This is an optimization exercise on Yosys and OpenROAD, whose aim is small area and a short achievable clock period, not a production implementation. RTL that was checked went through simulation tests only; none was proved equivalent to the original. For runs 2 and 3, only the layout was checked, not whether the RTL still works. Power and IR drop assume default switching activity.

File: design/flow/flow/run.sh
#!/bin/bash
# Standard ORFS layout with two changes: port buffers use buf_1 instead of the default
# delay buffer, and CTS uses larger sink clusters without dummy loads.
set -euo pipefail
bash standard.sh \
  "BUFFER_PORTS_ARGS=-buffer_cell sky130_fd_sc_hd__buf_1" \
  "CTS_ARGS=-sink_clustering_enable -repair_clock_nets -dont_use_dummy_load -sink_clustering_size 30 -sink_clustering_max_diameter 100 -buf_list sky130_fd_sc_hd__clkbuf_16 -balance_levels" \
  finish > make.log 2>&1
File: design/flow/standard.sh
#!/bin/bash
# synth_recipe.tcl (not shown) runs the flow's synth.tcl, then flattens the netlist and writes it again
# the make line also repeats each setting of config.mk as NAME=value (left out here)
make -C /OpenROAD-flow-scripts/flow DESIGN_CONFIG=/design/flow/config.mk WORK_HOME=/design/flow/orfs CLKGATE_MAP_FILE= SYNTH_SCRIPT=/design/flow/synth_recipe.tcl "${@:-finish}"
File: design/flow/config.mk
export PLATFORM = sky130hd
export DESIGN_NAME = window_3x3
export DESIGN_NICKNAME = window_3x3
export VERILOG_FILES = /design/flow/design.v
export SDC_FILE = /design/flow/constraint.sdc
export NUM_CORES = 4
export LEC_CHECK = 0
export CAP_MARGIN = 20
export CORE_MARGIN = 2
export CORE_UTILIZATION = 40
export SLEW_MARGIN = 50
File: design/flow/constraint.sdc
create_clock -name core_clock -period 4.6 [get_ports {clk}]
set_input_delay 0.9200 -clock core_clock [delete_from_list [all_inputs] [get_ports {clk}]]
set_output_delay 0.9200 -clock core_clock [all_outputs]
set_load 0.01 [all_outputs]
File: design/flow/design.v
module window_3x3 #(
    parameter int N       = 8,
    parameter int CHANNEL = 3,
    parameter int SIZE    = 32,
    parameter int PADDING = 1
) (
    input  logic                     clk,
    input  logic                     rst,
    input  logic                     din_vld,
    input  logic [CHANNEL*N-1:0]     din,
    output logic [9*CHANNEL*N-1:0]   win_dout,
    output logic                     win_vld,
    output logic                     win_end
);
    localparam int P  = CHANNEL * N;
    localparam int W  = SIZE + 2 * PADDING;
    localparam int CW = $clog2(W);
    localparam int L  = 2 * W + 2;               
    localparam logic [CW-1:0] W_M1 = CW'(W - 1);
    logic [P-1:0]  px_q;
    logic          px_vld_q;
    logic [P-1:0]  chain_q [L];
    logic [CW-1:0] col_q, row_q;
    logic          col_ge2_q, row_ge2_q;
    logic          win_vld_q, win_end_q;
    logic          col_last, row_last;
    always_ff @(posedge clk) begin
        px_q     <= din;
        px_vld_q <= din_vld;
    end
    always_ff @(posedge clk) begin
        if (px_vld_q) begin
            chain_q[0] <= px_q;
            for (int i = 1; i < L; i++) chain_q[i] <= chain_q[i-1];
        end
    end
    assign col_last = (col_q == W_M1);
    assign row_last = (row_q == W_M1);
    always_ff @(posedge clk) begin
        if (rst) begin
            col_q     <= '0;
            row_q     <= '0;
            col_ge2_q <= 1'b0;
            row_ge2_q <= 1'b0;
            win_vld_q <= 1'b0;
            win_end_q <= 1'b0;
        end else begin
            win_vld_q <= din_vld && col_ge2_q && row_ge2_q;
            win_end_q <= din_vld && col_last && row_last;
            if (din_vld) begin
                if (col_last) begin
                    col_q     <= '0;
                    col_ge2_q <= 1'b0;
                    if (row_last) begin
                        row_q     <= '0;
                        row_ge2_q <= 1'b0;
                    end else begin
                        row_q     <= row_q + 1'b1;
                        if (row_q == CW'(1)) row_ge2_q <= 1'b1;
                    end
                end else begin
                    col_q <= col_q + 1'b1;
                    if (col_q == CW'(1)) col_ge2_q <= 1'b1;
                end
            end
        end
    end
    for (genvar k = 0; k < 9; k++) begin : g_tap
        localparam int D = (2 - k / 3) * W + (2 - k % 3);
        if (D == 0) begin : g_new
            assign win_dout[k*P +: P] = px_q;
        end else begin : g_old
            assign win_dout[k*P +: P] = chain_q[D-1];
        end
    end
    assign win_vld = win_vld_q;
    assign win_end = win_end_q;
endmodule
==> flow_summary_export.csv, run 1 <==
group,metric,value,unit
layout,drive_gt1_share,5.258,%
timing,skew,0.06737,ns
timing,finalCriticalPeriod,2.169,ns
die,ios,245,
power_and_ir_drop,finalPower,25740,uW
power_and_ir_drop,internal_power,20970,uW
grt,grt_util_all_layers,8.230,%
synthesis,netlist_top_cells_area,"edfxtp_1 98%, dfxtp_1 1.6%, ha_1 0.097%",
route,vias,16970,
synthesis,yosysTopAreaCellShare,97.56,%
setup_path,crit_type,"flip-flop to output port",
grt,first_global_vias,16470,
synthesis,avgSynthCellArea,28.94,sq um
setup_path,cp.required,3.68,ns
synthesis,postSynthCellCount,1787,
cts,postCtsHoldBufs,0,
place,dp_hpwl,27220,microns
timing,worst_slew_pin_slew,0.6787,ns
route,drc,0,
grt,antenna_found_initial,0,
synthesis,synth_edf_count,1680,
route,wire_per_inst,14.70,microns
die,design.core.area,0.1278,sq mm
timing,setup_viol,0,
route,postRouteAntennaNets,0,
route,drt_pass1_iterations,4,
layout,n_antenna_cell,0,
cts,htreeDepth,3,
timing,hold_viol,0,
cts,post_cts_resized,0,
synthesis,synth.largest_area_cell,"edfxtp_1",
setup_path,worst-path-max-fanout,2,
route,viasPerCell,4.476,
setup_path,crit_family,"flip-flops",
route,first_iter_violations,1676,
die,rows,131,
die,start_util,40.45,%
layout,final_area,0.05690,sq mm
setup_path,worst-path-buf-inv,1,
route,drt_wl_total,55740,microns
power_and_ir_drop,p_leak,0.01833,uW
power_and_ir_drop,switching_share,18.52,%
cts,cts_tree,"done",
setup_path,max_stage_delay,0.46,ns
place,placed_area,0.05510,sq mm
grt,grt_max_degree,160,
setup_path,cp.arrival,1.25,ns
synthesis,ys.flop_type,"edfxtp_1",
layout,area_delta_synth_final,10.05,%
power_and_ir_drop,p_clk_share,26.7,%
setup_path,slowest_stage,"edfxtp_1",
power_and_ir_drop,seqPwrFrac,71.5,%
place,gp_congestion,0.7340,
cts,cts_sinks,1721,
cts,cts_buffers,69,
layout,fin_util,44.51,%
layout,nets,2163,
cts,clock_latency,0.65,ns
grt,grt_overflow,0,
synthesis,ys_ff_latch,1721,
die,dieArea,0.1322,sq mm
synthesis,async_flop_share,0,%
timing,rsz0062_at_grt,"false",
cts,path_clk_slew,0.10,ns
cts,root_buffer,"clkbuf_16",
setup_path,cp_cell_sequence,"buf_1",
status,outcome,"no timing/DRC/antenna violations",
cts,post_cts_buffers,0,
grt,grt_pass1_wl,89070,microns
setup_path,crit_path_end_kind,"output port",
job,drv_cap,0,
timing,final-max-slew-violation-count,0,
synthesis,syn_nets,1818,
cts,clk_path_buf_depth,3,
timing,tns,0,ns
synthesis,yosysWarnings,2,
power_and_ir_drop,combPwrFrac,1.8,%
power_and_ir_drop,switching_power,4767,uW
synthesis,ys_seq_area_share,99.15,%
die,die_h,363.5,microns
synthesis,ys_types,35,
synthesis,syn_area,0.05171,sq mm
timing,max_freq,461.1,MHz
die,die_w,363.5,microns
hold_path,hp-class,"flip-flop to flip-flop",
power_and_ir_drop,cellPowerDensity,452.3,mW/mm^2
power_and_ir_drop,vdd_ir_drop_max,0.3364,mV
timing,post-route-period-util,47.14,%
timing,slew_headroom,54.75,%
setup_path,start_kind,"flip-flop",
place,port_buffers,244,
[per-stage QoR]
stage,hold slack [ns],setup WS (ns),cells
2_1_floorplan,0.4003,-7.664,1787
3_3_place_gp,0.4005,2.326,3719
3_5_place_dp,0.4045,2.323,3721
4_1_cts,0.2767,2.338,3790
5_1_grt,0.2888,2.335,3792
6_report,0.3540,2.431,3792
[synth_stat cells (2+ instances only)]
master / instances
a21oi_1: 7
and3_1: 3
dfxtp_1: 41
edfxtp_1: 1680
ha_1: 4
inv_1: 3
nand2_1: 7
nand4_1: 3
nor2_1: 8
or3_1: 3
or4_1: 2
xor2_1: 3
[power by group through the flow]
stage	sequential (uW)	combinational (uW)	clock [uW]
finish	18400	468	6870
floorplan	19200	11.5	0
global route	18500	520	7740
global placement	18700	438	0
detailed placement	18800	476	0
CTS	18400	474	7290
[flip-flops by register name, indices dropped and copies added (netlist names)]
register,flops
row_ge2_q,1
win_vld_q,1
chain_q,1680
row_q,6
col_q,6
px_q,24
col_ge2_q,1
win_end_q,1
px_vld_q,1
[path summary, 6_finish.rpt]
check	start	end	slack [ns]	depth (start not counted)
worst max register to register	px_vld_q	chain_q[54][12]	2.66	3
worst max-delay path	chain_q[33][10]	win_dout[130]	2.43	1
worst min-delay path	chain_q[47][8]	chain_q[48][8]	0.35	0
worst min register to register	chain_q[47][8]	chain_q[48][8]	0.35	0
[cell families (layout without fill, tap and decap cells)]
| logic type | after synthesis | after routing | share of synthesized area [%] |
|---|---|---|---|
| flops | 1721 | 1721 | 99.15 |
| simple gates | 35 | 35 | 0.4065 |
| compound gates | 16 | 16 | 0.2129 |
| buf+inv | 7 | 350 | 0.06047 |
| fa+ha+maj | 4 | 4 | 0.09679 |
| xor+xnor | 3 | 3 | 0.05082 |
| mux | 1 | 1 | 0.02178 |
[routing by layer]
metal | track usage, % | vias to the layer above | part of all wire, %
met2 | 12.19 | 320 | 45
met4 | 3.612 | 0 | 3.5
met5 | 0 | - | 0
li1 | - | 7822 | -
met1 | 11.76 | 8726 | 48
met3 | 1.848 | 104 | 4.2
[layout by cell type (no fill, tap or decap), drive strengths merged, types with 4 or more instances in the layout]
| cell type | n |
|---|---|
| buf | 277 |
| nor2 | 8 |
| nand2 | 7 |
| clkbuf | 70 |
| a21oi | 7 |
| edfxtp | 1680 |
| dfxtp | 41 |
| ha | 4 |
[layout make-up]
type	count	area (sq um)
tap	1662	2079
clock buffer	69	1727
timing repair buffer	278	1399
inverter	3	11.26
multi-input combinational	59	414.1
fill	10540	70940
sequential	1721	51270
==> run 2: changes to the inputs <==
--- a/design/flow/design.v
+++ b/design/flow/design.v
@@ -21,9 +21,8 @@
     logic          px_vld_q;
     logic [P-1:0]  chain_q [L];
     logic [CW-1:0] col_q, row_q;
-    logic          col_ge2_q, row_ge2_q;
     logic          win_vld_q, win_end_q;
-    logic          col_last, row_last;
+    logic          col_last, row_last, col_ge2, row_ge2;
     always_ff @(posedge clk) begin
         px_q     <= din;
         px_vld_q <= din_vld;
@@ -36,31 +35,23 @@
     end
     assign col_last = (col_q == W_M1);
     assign row_last = (row_q == W_M1);
+    assign col_ge2  = (col_q >= CW'(2));
+    assign row_ge2  = (row_q >= CW'(2));
     always_ff @(posedge clk) begin
         if (rst) begin
             col_q     <= '0;
             row_q     <= '0;
-            col_ge2_q <= 1'b0;
-            row_ge2_q <= 1'b0;
             win_vld_q <= 1'b0;
             win_end_q <= 1'b0;
         end else begin
-            win_vld_q <= din_vld && col_ge2_q && row_ge2_q;
+            win_vld_q <= din_vld && col_ge2 && row_ge2;
             win_end_q <= din_vld && col_last && row_last;
             if (din_vld) begin
                 if (col_last) begin
-                    col_q     <= '0;
-                    col_ge2_q <= 1'b0;
-                    if (row_last) begin
-                        row_q     <= '0;
-                        row_ge2_q <= 1'b0;
-                    end else begin
-                        row_q     <= row_q + 1'b1;
-                        if (row_q == CW'(1)) row_ge2_q <= 1'b1;
-                    end
+                    col_q <= '0;
+                    row_q <= row_last ? '0 : row_q + 1'b1;
                 end else begin
                     col_q <= col_q + 1'b1;
-                    if (col_q == CW'(1)) col_ge2_q <= 1'b1;
                 end
             end
         end
==> design/flow/flow/run.sh (replaced) <==
#!/bin/bash
# Standard ORFS layout with two changes: port buffers use buf_1 instead of the default
# delay buffer, and CTS uses larger sink clusters without dummy loads.
set -euo pipefail
bash standard.sh \
  "BUFFER_PORTS_ARGS=-buffer_cell sky130_fd_sc_hd__buf_1" \
  "CTS_ARGS=-sink_clustering_enable -repair_clock_nets -dont_use_dummy_load -sink_clustering_size 30 -sink_clustering_max_diameter 100 -buf_list sky130_fd_sc_hd__clkbuf_16" \
  finish > make.log 2>&1
==> run 2 against run 1 <==
Compared with the run above:
- clock power about the same
- largest power group unchanged
- combinational power grew 2%
- worst hold slack about the same
- global-route usage is 0.25 points higher
- sequential share of layout area is 0.10 points lower
- largest cell class unchanged
- core utilization about the same
- synthesized cell count is essentially flat
- critical endpoint is now win_dout[127]
- cell area is essentially flat
==> flow_summary_export.csv, run 2 <==
group,metric,value,unit
setup_path,worst-path-max-fanout,2,
route,first_iter_violations,1870,
setup_path,r2r_slack,2.71,ns
grt,grt_overflow,0,
place,dp_hpwl,28720,microns
layout,area_delta_synth_final,10.16,%
layout,nets,2171,
hold_path,hold_depth,1,
power_and_ir_drop,cellPowerDensity,452.7,mW/mm^2
cts,post_cts_buffers,0,
setup_path,worst-path-buf-inv,1,
cts,cts_tree,"done",
timing,hold_viol,0,
route,postRouteAntennaNets,0,
synthesis,synth.largest_area_cell,"edfxtp_1",
synthesis,ys_seq_area_share,99.14,%
cts,root_buffer,"clkbuf_16",
route,drt_pass1_iterations,4,
die,rows,131,
power_and_ir_drop,p_leak,0.01835,uW
synthesis,avgSynthCellArea,28.93,sq um
hold_path,holdCritStartpoint,"din[12]",
layout,largest_reg_flops,1680,
setup_path,slowest_stage,"edfxtp_1",
route,wire_per_inst,15.13,microns
setup_path,r2r_cells,3,
setup_path,cp.arrival,1.30,ns
place,gp_congestion,0.7191,
timing,rsz0062_at_grt,"false",
die,die_w,363.4,microns
layout,most-common-layout-cells,"1680 x edfxtp_1, 244 x buf_1, 69 x clkbuf_16",
layout,final_common_cell,"edfxtp_1",
die,ios,245,
cts,clock_latency,0.64,ns
setup_path,crit_family,"flip-flops",
hold_path,hp-class,"input port to flip-flop",
cts,postCtsHoldBufs,0,
cts,path_clk_slew,0.10,ns
cts,post_cts_resized,0,
synthesis,ys.flop_type,"edfxtp_1",
hold_path,holdPathEnd,"px_q[12]",
grt,first_global_vias,16650,
synthesis,synth_edf_count,1680,
synthesis,yosysTopAreaCellShare,97.63,%
timing,slew_headroom,52.73,%
timing,tns,0,ns
job,drv_cap,0,
die,start_util,40.42,%
synthesis,async_flop_share,0,%
setup_path,crit_path_start,"chain_q[33][7]",
layout,largest_registers,"chain_q: 1680 flops, px_q: 24 flops",
grt,grt_util_all_layers,8.484,%
cts,htreeDepth,3,
setup_path,r2r-end,"chain_q[32][12]",
synthesis,postSynthCellCount,1786,
layout,fin_util,44.52,%
timing,final-max-slew-violation-count,0,
layout,final_area,0.05692,sq mm
route,viasPerCell,4.472,
layout,drive_gt1_share,5.431,%
timing,post-route-period-util,48.23,%
setup_path,rr_startpoint,"px_vld_q",
synthesis,synth_most_common_cell,"edfxtp_1",
synthesis,syn_area,0.05167,sq mm
route,drc,0,
die,dieArea,0.1321,sq mm
die,die_h,363.4,microns
grt,grt_pass1_wl,90880,microns
setup_path,start_kind,"flip-flop",
setup_path,crit_type,"flip-flop to output port",
timing,setup_viol,0,
timing,skew,0.04933,ns
cts,cts_sinks,1719,
synthesis,ys_ff_latch,1719,
setup_path,cp_cell_sequence,"buf_1",
route,vias,16980,
layout,top_register,"chain_q",
grt,antenna_found_initial,1,
timing,max_freq,450.8,MHz
layout,n_antenna_cell,0,
die,design.core.area,0.1278,sq mm
synthesis,yosysWarnings,2,
setup_path,crit_path_end_kind,"output port",
power_and_ir_drop,vdd_ir_drop_max,0.3179,mV
route,drt_wl_total,57480,microns
synthesis,netlist_top_cells_area,"edfxtp_1 98%, dfxtp_1 1.5%, ha_1 0.15%",
synthesis,syn_nets,1819,
timing,worst_slew_pin_slew,0.7091,ns
cts,clk_path_buf_depth,3,
setup_path,max_stage_delay,0.37,ns
place,port_buffers,244,
setup_path,cp.required,3.68,ns
grt,grt_max_degree,145,
synthesis,ys_types,29,
status,outcome,"no timing/DRC/antenna violations",
place,placed_area,0.05511,sq mm
cts,cts_buffers,69,
timing,finalHoldWorstSlack,0.3544,ns
timing,finalCriticalPeriod,2.218,ns
synthesis,yosys-top-cells-count,"1680 x edfxtp_1, 39 x dfxtp_1, 7 x nand2_1, 6 x ha_1",
run 2: changes by cell type after synthesis, moves of 3 or more:
cell	delta
nor3_1	+4
a21oi_1	-5
nand3_1	+3
nor2_1	-3
run 2: kinds of logic after synthesis:
kind of cell               count (synthesis)  synth area share (%)
DFF                                     1719                 99.14
xor gates and xnor gates                   4               0.06781
adders and majority gates                  6                0.1453
muxes                                      2               0.03874
buffers and inverters                      7               0.05326
and+or+nand+nor                           38                0.4189
AOI/OAI and AO/OA                         10                0.1380
run 2: cell type report:
type                       instances  area (sq um)
tap                             1662          2079
clock buffer                      69          1727
inverter                           5         18.77
timing repair buffer             283          1448
fill                           10510         70920
multi-input combinational         60         417.9
sequential                      1719         51230
run 2: worst max path at each step:
stage,to,slack [ns],cells after the start
after detailed placement,row_q[3],2.24,5
after floorplan,chain_q[0][0],-7.66,0
after CTS,win_dout[91],2.31,1
after global routing,win_dout[127],2.29,1
final,win_dout[127],2.38,1
after global placement,row_q[3],2.29,5
run 2: per-layer routing:
metal,part of all wire (%),up-vias,track usage [%],routed length [microns]
met5,0,-,0,0
met4,2.7,0,2.815,1562
met3,4.8,102,2.266,2747
met2,44,334,12.45,25400
met1,48,8710,12.37,27770
li1,-,7838,-,-
run 2: through the flow:
stage,power [uW],std cells,worst slack (ns)
after floorplan,19230,1786,-7.664
after global placement,19180,3724,2.294
after detailed placement,19250,3726,2.237
after CTS,26210,3795,2.312
after global routing,26810,3798,2.286
final,25770,3798,2.382
run 2: where the power goes:
part           total, uW  switching (uW)  internal [uW]  leakage [uW]
sequential         18400             250          18100        0.0168
clock               6900            4180           2720      0.000850
combinational        476             381           94.8      0.000736
total              25800            4810          21000        0.0184
==> run 3: changes to the inputs <==
--- a/design/flow/config.mk
+++ b/design/flow/config.mk
@@ -7,5 +7,5 @@
 export LEC_CHECK = 0
 export CAP_MARGIN = 20
 export CORE_MARGIN = 2
-export CORE_UTILIZATION = 40
+export CORE_UTILIZATION = 33
 export SLEW_MARGIN = 50
==> run 3 against run 2 <==
Compared with the run above:
- non-clock buffer count decreased by 1
- register-to-register slack got worse by 0.10 ns
- still clean on timing, DRC and antenna
- worst setup slack got worse by 0.012 ns
- critical path type unchanged
- first-iteration DRC count fell by 12%
- sequential share of layout area shrank 0.98 points
- critical path depth stayed put
- clock skew rose by 0.026 ns
==> flow_summary_export.csv, run 3 <==
group,metric,value,unit
power_and_ir_drop,p_clk_share,27.3,%
grt,first_global_vias,16460,
die,ios,245,
die,die_w,399.7,microns
setup_path,worst-path-max-fanout,2,
synthesis,syn_nets,1819,
timing,setup_viol,0,
power_and_ir_drop,switching_power,4888,uW
setup_path,worst-path-buf-inv,1,
route,drt_wl_total,57800,microns
grt,grt_pass1_wl,91370,microns
synthesis,postSynthCellCount,1786,
layout,largest_reg_flops,1680,
layout,fin_util,36.93,%
setup_path,crit_path_end_kind,"output port",
timing,finalHoldWorstSlack,0.3123,ns
die,design.core.area,0.1558,sq mm
setup_path,cp.required,3.68,ns
setup_path,r2r_cells,4,
synthesis,ys_seq_area_share,99.14,%
power_and_ir_drop,seqPwrFrac,70.8,%
setup_path,path_depth,1,
setup_path,r2r-end,"chain_q[67][16]",
synthesis,yosys-top-cells-count,"1680 x edfxtp_1, 39 x dfxtp_1, 7 x nand2_1, 6 x ha_1",
cts,cts_tree,"done",
status,outcome,"no timing/DRC/antenna violations",
place,gp_congestion,0.7254,
power_and_ir_drop,combPwrFrac,1.9,%
cts,clock_latency,0.67,ns
layout,n_antenna_cell,0,
timing,hold_viol,0,
cts,root_buffer,"clkbuf_16",
layout,area_delta_synth_final,11.37,%
route,postRouteAntennaNets,0,
job,drv_cap,0,
grt,grt_overflow,0,
power_and_ir_drop,finalPower,25960,uW
synthesis,yosysWarnings,2,
setup_path,r2r_slack,2.61,ns
synthesis,synth_edf_count,1680,
route,wire_per_inst,13.77,microns
synthesis,yosysTopAreaCellShare,97.63,%
layout,final_area,0.05755,sq mm
layout,largest_registers,"chain_q: 1680 flops, px_q: 24 flops",
cts,clk_path_buf_depth,3,
power_and_ir_drop,p_leak,0.01841,uW
grt,antenna_found_initial,0,
hold_path,hold_depth,1,
layout,most-common-layout-cells,"1680 x edfxtp_1, 244 x buf_1, 72 x clkbuf_16",
synthesis,netlist_top_cells_area,"edfxtp_1 98%, dfxtp_1 1.5%, ha_1 0.15%",
grt,grt_max_degree,157,
synthesis,synth.largest_area_cell,"edfxtp_1",
power_and_ir_drop,internal_power,21070,uW
synthesis,avgSynthCellArea,28.93,sq um
cts,htreeDepth,3,
cts,postCtsHoldBufs,0,
die,rows,145,
power_and_ir_drop,cellPowerDensity,451.1,mW/mm^2
setup_path,cp_cell_sequence,"buf_1",
route,drt_pass1_iterations,6,
hold_path,holdCritStartpoint,"din[21]",
timing,worst_slew_pin_slew,0.5980,ns
layout,nets,2173,
synthesis,syn_area,0.05167,sq mm
route,drc,0,
cts,post_cts_resized,0,
place,dp_hpwl,28150,microns
hold_path,holdPathEnd,"px_q[21]",
die,start_util,33.16,%
layout,drive_gt1_share,5.519,%
timing,post-route-period-util,48.50,%
synthesis,ys_types,29,
setup_path,max_stage_delay,0.48,ns
hold_path,hp-class,"input port to flip-flop",
die,dieArea,0.1598,sq mm
timing,tns,0,ns
layout,final_common_cell,"edfxtp_1",
setup_path,rr_startpoint,"px_vld_q",
timing,rsz0062_at_grt,"false",
layout,top_register,"chain_q",
cts,cts_sinks,1719,
die,die_h,399.7,microns
route,viasPerCell,4.041,
timing,finalCriticalPeriod,2.231,ns
synthesis,async_flop_share,0,%
setup_path,crit_type,"flip-flop to output port",
cts,path_clk_slew,0.11,ns
cts,post_cts_buffers,0,
cts,cts_buffers,72,
place,placed_area,0.05569,sq mm
synthesis,synth_most_common_cell,"edfxtp_1",
timing,skew,0.07542,ns
setup_path,start_kind,"flip-flop",
timing,max_freq,448.3,MHz
synthesis,ys.flop_type,"edfxtp_1",
power_and_ir_drop,vdd_ir_drop_max,0.3473,mV
setup_path,crit_family,"flip-flops",
route,vias,16960,
synthesis,ys_ff_latch,1719,
place,port_buffers,244,
power_and_ir_drop,switching_share,18.83,%
setup_path,slowest_stage,"edfxtp_1",
timing,slew_headroom,60.13,%
route,first_iter_violations,1648,
timing,final-max-slew-violation-count,0,
grt,grt_util_all_layers,7.051,%
setup_path,cp.arrival,1.31,ns
-- run 3: cell counts after synthesis --
No cell type changed its count.
-- run 3: cells by family (layout without fill, tap and decap cells) --
| logic type | count (synthesis) | in the layout | share of synthesized area, % |
|---|---|---|---|
| buffers and inverters | 7 | 359 | 0.05326 |
| AO/OA/AOI/OAI | 10 | 10 | 0.1380 |
| AND/OR/NAND/NOR | 38 | 38 | 0.4189 |
| flip-flops | 1719 | 1719 | 99.14 |
| multiplexers | 2 | 2 | 0.03874 |
| XOR/XNOR | 4 | 4 | 0.06781 |
| adder cells (fa/ha/maj) | 6 | 6 | 0.1453 |
-- run 3: worst max path at each step --
stage                    from            end  slack [ns]
4_1_cts        chain_q[35][9]   win_dout[81]        2.27
3_5_place_dp          din_vld       row_q[3]        2.23
2_1_floorplan        px_vld_q  chain_q[0][0]       -7.66
3_3_place_gp          din_vld       row_q[3]        2.31
6_report       chain_q[35][9]   win_dout[81]        2.37
5_1_grt        chain_q[35][9]   win_dout[81]        2.26
-- run 3: metrics by stage --
stage	worst slack [ns]	instances
6_report	2.369	4196
5_1_grt	2.260	4196
4_1_cts	2.270	4194
3_5_place_dp	2.233	4122
3_3_place_gp	2.306	4120
2_1_floorplan	-7.664	1786
-- run 3: power groups by stage --
stage	Clock (uW)	Sequential (uW)	Combinational, uW
floorplan	0	19200	10.9
global placement	0	18700	457
detailed placement	0	18800	495
CTS	7570	18400	494
global route	8030	18500	541
finish	7090	18400	485
-- run 3: cell type report --
class | count | area, sq um
Timing Repair Buffer | 282 | 1504
Inverter | 5 | 18.77
Sequential cell | 1719 | 51230
Tap cell | 2058 | 2575
Fill cell | 13890 | 98290
Clock buffer | 72 | 1802
Multi-Input combinational cell | 60 | 417.9
-- run 3: metal layers --
layer | global-route usage (%) | wire length, microns | vias to the layer above
li1 | - | - | 7840
met1 | 10.04 | 27430 | 8692
met2 | 10.19 | 25530 | 327
met3 | 2.048 | 2933 | 96
met4 | 2.773 | 1895 | 0
met5 | 0 | 0 | -

## what the ideal ports hide
No port has a modelled driver above. Below, the same layouts with a new extraction and two added sets of constraints. Step 1 assumes that a clkbuf_16 drives the clock port and a buf_2 every other input. Step 2 times the ports against the registers' clock, not the clock port: input delays grow and output delays shrink by t, the midpoint of the rising clock arrivals with the driver on. Slacks: no drivers / after step 1 / after step 2; pairs: no drivers / after step 1.
run | t, ns | slack for setup (ns) | worst setup path at the end | latest minus earliest clock arrival (ns) | worst register clock-pin slew, ns
run 1 | 0.684 | 2.431 / 2.363 / 2.348 | input to register | 0.069 / 0.070 | 0.11 / 0.11
run 2 | 0.692 | 2.382 / 2.313 / 2.216 | input to register | 0.057 / 0.057 | 0.11 / 0.11
run 3 | 0.717 | 2.369 / 2.296 / 2.208 | input to register | 0.091 / 0.090 | 0.11 / 0.11
After both steps every run listed still meets setup and hold. The setup slack of run 2, which loses most, moves by -0.069 ns with the drivers and by -0.166 ns with both steps.
